From an optimization exercise on the open Yosys and OpenROAD flow, aimed at a short achievable clock period and few clock cycles; shortcuts taken in it are not production practice. The RTL was checked by simulation tests, not by an equivalence proof against the original design. The flow treats the clock pin as an ideal source, which a real chip does not have.

Design data_cache_wb, start of the top module:
module data_cache_wb (
  input  logic        clk,
  input  logic        rst,
  input  logic [31:0] addressIn,
  input  logic [31:0] dataIn,
  input  logic [3:0]  byteEn,
  input  logic        loadMemory,
  input  logic        storeMemory,
  output logic [31:0] dataOut,
  output logic        hit,
  output logic        stall,
  output logic        mem_req,
  output logic        mem_we,
  output logic [31:0] mem_addr,
  output logic [31:0] mem_wdata,
  input  logic        mem_ack,
  input  logic [31:0] mem_rdata
);
Size in the first run: roughly 14000 cells after synthesis, roughly 190000 sq um of cells after synthesis.
Settings: LEC_CHECK=0, CAP_MARGIN=20, CORE_MARGIN=2, CORE_UTILIZATION=30, PLACE_DENSITY=0.42, SETUP_SLACK_MARGIN=3.6, SLEW_MARGIN=20, TNS_END_PERCENT=5; clock period 6.8 ns.
standard.sh (not shown) runs the stock make flow with config.mk's settings and CLKGATE_MAP_FILE= SYNTH_SCRIPT=/design/flow/synth_recipe.tcl, a recipe that flattens the netlist after the stock synthesis.
==> flow/flow/run.sh <==
#!/bin/bash
# The standard layout (standard.sh: the standard synthesis, then ORFS), with
# two changes:
#  - the buffers ORFS puts on the ports are plain buf_6 cells rather than the
#    cell buffer_ports picks by default (a clkdlybuf4s50 delay cell);
#  - after clock tree synthesis, one more setup repair pass (repair.tcl) on the
#    placed design, before global routing.
# ORFS writes each step's full log under orfs/logs/; make's output and the extra
# pass's log are kept here.
set -euo pipefail
export BUFFER_PORTS_ARGS="-buffer_cell sky130_fd_sc_hd__buf_6"
bash standard.sh cts > flow_make_cts.log 2>&1
openroad -no_init -exit flow/repair.tcl > flow_repair.log 2>&1
bash standard.sh > flow_make.log 2>&1
==> flow/flow/repair.tcl <==
# One more setup repair pass on the design after clock tree synthesis, with the
# same parasitics estimate, don't-use list and propagated clock as ORFS's own.
set res orfs/results/sky130hd/data_cache_wb/base
read_liberty $::env(FLOW_HOME)/platforms/sky130hd/lib/sky130_fd_sc_hd__tt_025C_1v80.lib
read_db $res/4_cts.odb
read_sdc $res/4_cts.sdc
source $::env(FLOW_HOME)/platforms/sky130hd/setRC.tcl
set_propagated_clock [all_clocks]
set_dont_use [get_lib_cells {sky130_fd_sc_hd__probe_p_8 sky130_fd_sc_hd__probec_p_8 sky130_fd_sc_hd__lpflow_*}]
estimate_parasitics -placement
report_worst_slack
repair_timing -setup -setup_margin 3.6 -repair_tns 100 -match_cell_footprint \
  -sequence "sizeup,swap,buffer,clone,split" -verbose
detailed_placement
check_placement -verbose
estimate_parasitics -placement
report_worst_slack
write_db $res/4_cts.odb
The first run completed with no timing, DRC or antenna violations.
Testbench counts at the start, summed over its fixed seeds: cycles 162,907.
Change:
--- a/flow/design.v
+++ b/flow/design.v
@@ -107,12 +107,13 @@
   logic [31:0] r_din;
   logic [3:0]  r_be;
   logic [1:0]  r_m;                
   logic        al_q, alf_q;        
   logic        rdy_q, fwd_q;
   logic        cst_q, cstl_q;      
+  logic        hc_q, hd_q;         
   logic [3:0]  fwdb_q;             
   logic [31:0] dout_q;
   logic [15:0] tmatch;
   always_comb begin
     for (int i = 0; i < 16; i++) tmatch[i] = valid_q[i] & (tag_q[i] == tg);
   end
@@ -176,13 +177,14 @@
   end
   logic free_now, room, cmpl, done, nd, fast, alloc, a_way, a_e, a_q;
   assign free_now = ~busy_q | (mem_ack & last_q);    
   assign room     = room_q | (mem_ack & last_q);      
   assign cmpl     = rdy_q | (fwd_q & mem_ack) | (is_st & (cst_q | (mem_ack & cstl_q)));
   assign stall    = ~cmpl;
-  assign hit      = req & cmpl;
+  assign hit      = (loadMemory & rdy_q) | (is_st & hc_q) |
+                    (mem_ack & ((loadMemory & fwd_q) | (is_st & hd_q)));
   always_comb begin
     for (int b = 0; b < 4; b++)
       dataOut[b*8 +: 8] = fwdb_q[b] ? mem_rdata[b*8 +: 8] : dout_q[b*8 +: 8];
   end
   assign done  = req & cmpl & ~rst;
   assign nd    = req & ~cmpl & ~rst;
@@ -258,22 +260,15 @@
       end
     end
   end
   logic room_d, last_d;
   assign room_d = ~busy_d | ~(a_q | (qv_q & ~free_now));
   assign last_d = ~free_now & (last_q | (rf_ack & (beat_q == 2'd2)));
-  logic [31:0] eline [4];
-  always_comb begin
-    for (int k = 1; k < 4; k++) begin
-      eline[k] = '0;
-      for (int l = 0; l < 16; l++) eline[k] = eline[k] | ({32{rf_lsel_q[l]}} & data_q[{l[3:0], 2'(k)}]);
-    end
-    eline[0] = '0;
-  end
   logic [31:0] rf_word;
-  assign rf_word = merge(mem_rdata, eovd_q[0], eovm_q[0]);
+  assign rf_word = merge(merge(mem_rdata, eovd_q[0], eovm_q[0]), r_din,
+                         (st_fme & ~wbph_q & (beat_q == r_word)) ? r_be : 4'b0000);
   always_ff @(posedge clk) begin
     if (rst) begin
       busy_q   <= 1'b0;
       wbph_q   <= 1'b0;
       last_q   <= 1'b0;
       room_q   <= 1'b1;
@@ -315,19 +310,19 @@
             arr_q[beat_q] <= 1'b1;
             last_q        <= (beat_q == 2'd2);
           end
         end
         if (wbload_q) begin
           if (mem_ack && wbph_q) begin
-            wbl_q[0] <= eline[1];
-            wbl_q[1] <= eline[2];
-            wbl_q[2] <= eline[3];
+            wbl_q[0] <= data_q[{midx_q, mway_q, 2'd1}];
+            wbl_q[1] <= data_q[{midx_q, mway_q, 2'd2}];
+            wbl_q[2] <= data_q[{midx_q, mway_q, 2'd3}];
           end else begin
-            wbl_q[1] <= eline[1];
-            wbl_q[2] <= eline[2];
-            wbl_q[3] <= eline[3];
+            wbl_q[1] <= data_q[{midx_q, mway_q, 2'd1}];
+            wbl_q[2] <= data_q[{midx_q, mway_q, 2'd2}];
+            wbl_q[3] <= data_q[{midx_q, mway_q, 2'd3}];
           end
         end else if (mem_ack && wbph_q) begin
           wbl_q[0] <= wbl_q[1];
           wbl_q[1] <= wbl_q[2];
           wbl_q[2] <= wbl_q[3];
         end
@@ -380,21 +375,26 @@
       rv_q   <= 1'b0;
       al_q   <= 1'b0;
       alf_q  <= 1'b0;
       rdy_q  <= 1'b0;
       cst_q  <= 1'b0;
       cstl_q <= 1'b0;
+      hc_q   <= 1'b0;
+      hd_q   <= 1'b0;
       fwd_q  <= 1'b0;
       fwdb_q <= 4'b0000;
     end else begin
       rv_q   <= nd;
       al_q   <= nd & (al_q | alloc | fast);
       alf_q  <= nd & fast;
       rdy_q  <= nd & is_ld & lk_hit & (guess == m[1]) & ~ovl_cand;
       cst_q  <= nd & is_st & (lk_hit | lk_fme | lk_fmq | fast | room_d);
       cstl_q <= nd & is_st & last_d;
+      hc_q   <= (nd & is_ld & lk_hit & (guess == m[1]) & ~ovl_cand) |
+                (nd & is_st & (lk_hit | lk_fme | lk_fmq | fast | room_d));
+      hd_q   <= fwd_d | (nd & is_st & last_d);
       fwd_q  <= fwd_d;
       fwdb_q <= fwd_d ? ~eovm_n[0] : 4'b0000;
     end
     r_st   <= is_st;
     r_word <= word;
     r_idx  <= idx;
@@ -441,20 +441,18 @@
   end
   always_ff @(posedge clk) begin
     for (int b = 0; b < 4; b++)
       dout_q[b*8 +: 8] <= (ovl_cand & eovm_n[0][b]) ? eovd_n[0][b*8 +: 8] : (guess ? rd_w1[b*8 +: 8] : rd_w0[b*8 +: 8]);
   end
   logic [5:0] st_e;
-  logic       st_we;
-  assign st_e  = {r_idx, r_way, r_word};
-  assign st_we = st_hit | (st_fme & rf_ack & (beat_q == r_word));
+  assign st_e = {r_idx, r_way, r_word};
   always_ff @(posedge clk) begin
     for (int e = 0; e < 64; e++) begin
       for (int b = 0; b < 4; b++) begin
-        if (st_we && r_be[b] && st_e == 6'(e))
-          data_q[e][b*8 +: 8] <= r_din[b*8 +: 8];
-        else if (mem_ack && rf_lsel_q[e >> 2] && rf_boh_q[e & 3])
+        if (mem_ack && rf_lsel_q[e >> 2] && rf_boh_q[e & 3])
           data_q[e][b*8 +: 8] <= rf_word[b*8 +: 8];
+        else if (st_hit && r_be[b] && st_e == 6'(e))
+          data_q[e][b*8 +: 8] <= r_din[b*8 +: 8];
       end
     end
   end
 endmodule
Outcome:
- The changed run finished clean
- routed wire length came out higher by a few percent
- worst setup slack improved by 79 ps
- design area came out lower by a few percent
- worst hold slack got worse by 15 ps
- count of clock-buffer cells in the layout came out higher by 7
- core utilization came out lower by 0.85 points
Testbench counts after the change, summed over its fixed seeds: cycles 162,907.

==> static timing again, ports no longer ideal <==
The results above use ideal ports. As a check the final layouts listed here were re-extracted and re-timed, cells and wires unchanged.
Step 1, drivers: a clkbuf_16 drives clk and a buf_2 each remaining input, both assumed.
Step 2, shift: input delay + t, output delay - t, t = (earliest + latest rising clock arrival at the registers) / 2. This alone moves slack from input paths to output paths.
Slacks: ideal ports / drivers / drivers and shift; pairs: ideal ports / drivers.
run | shift t [ns] | setup slack, ns | worst setup path at the end
the first run | 1.219 | 3.054 / 2.848 / 1.629 | input to register
the second run | 1.280 | 3.133 / 2.707 / 1.428 | input to register
After both steps setup and hold are still met in every run listed. The setup slack of the second run, which loses most, moves by -0.426 ns with the drivers and by -1.705 ns with both steps.
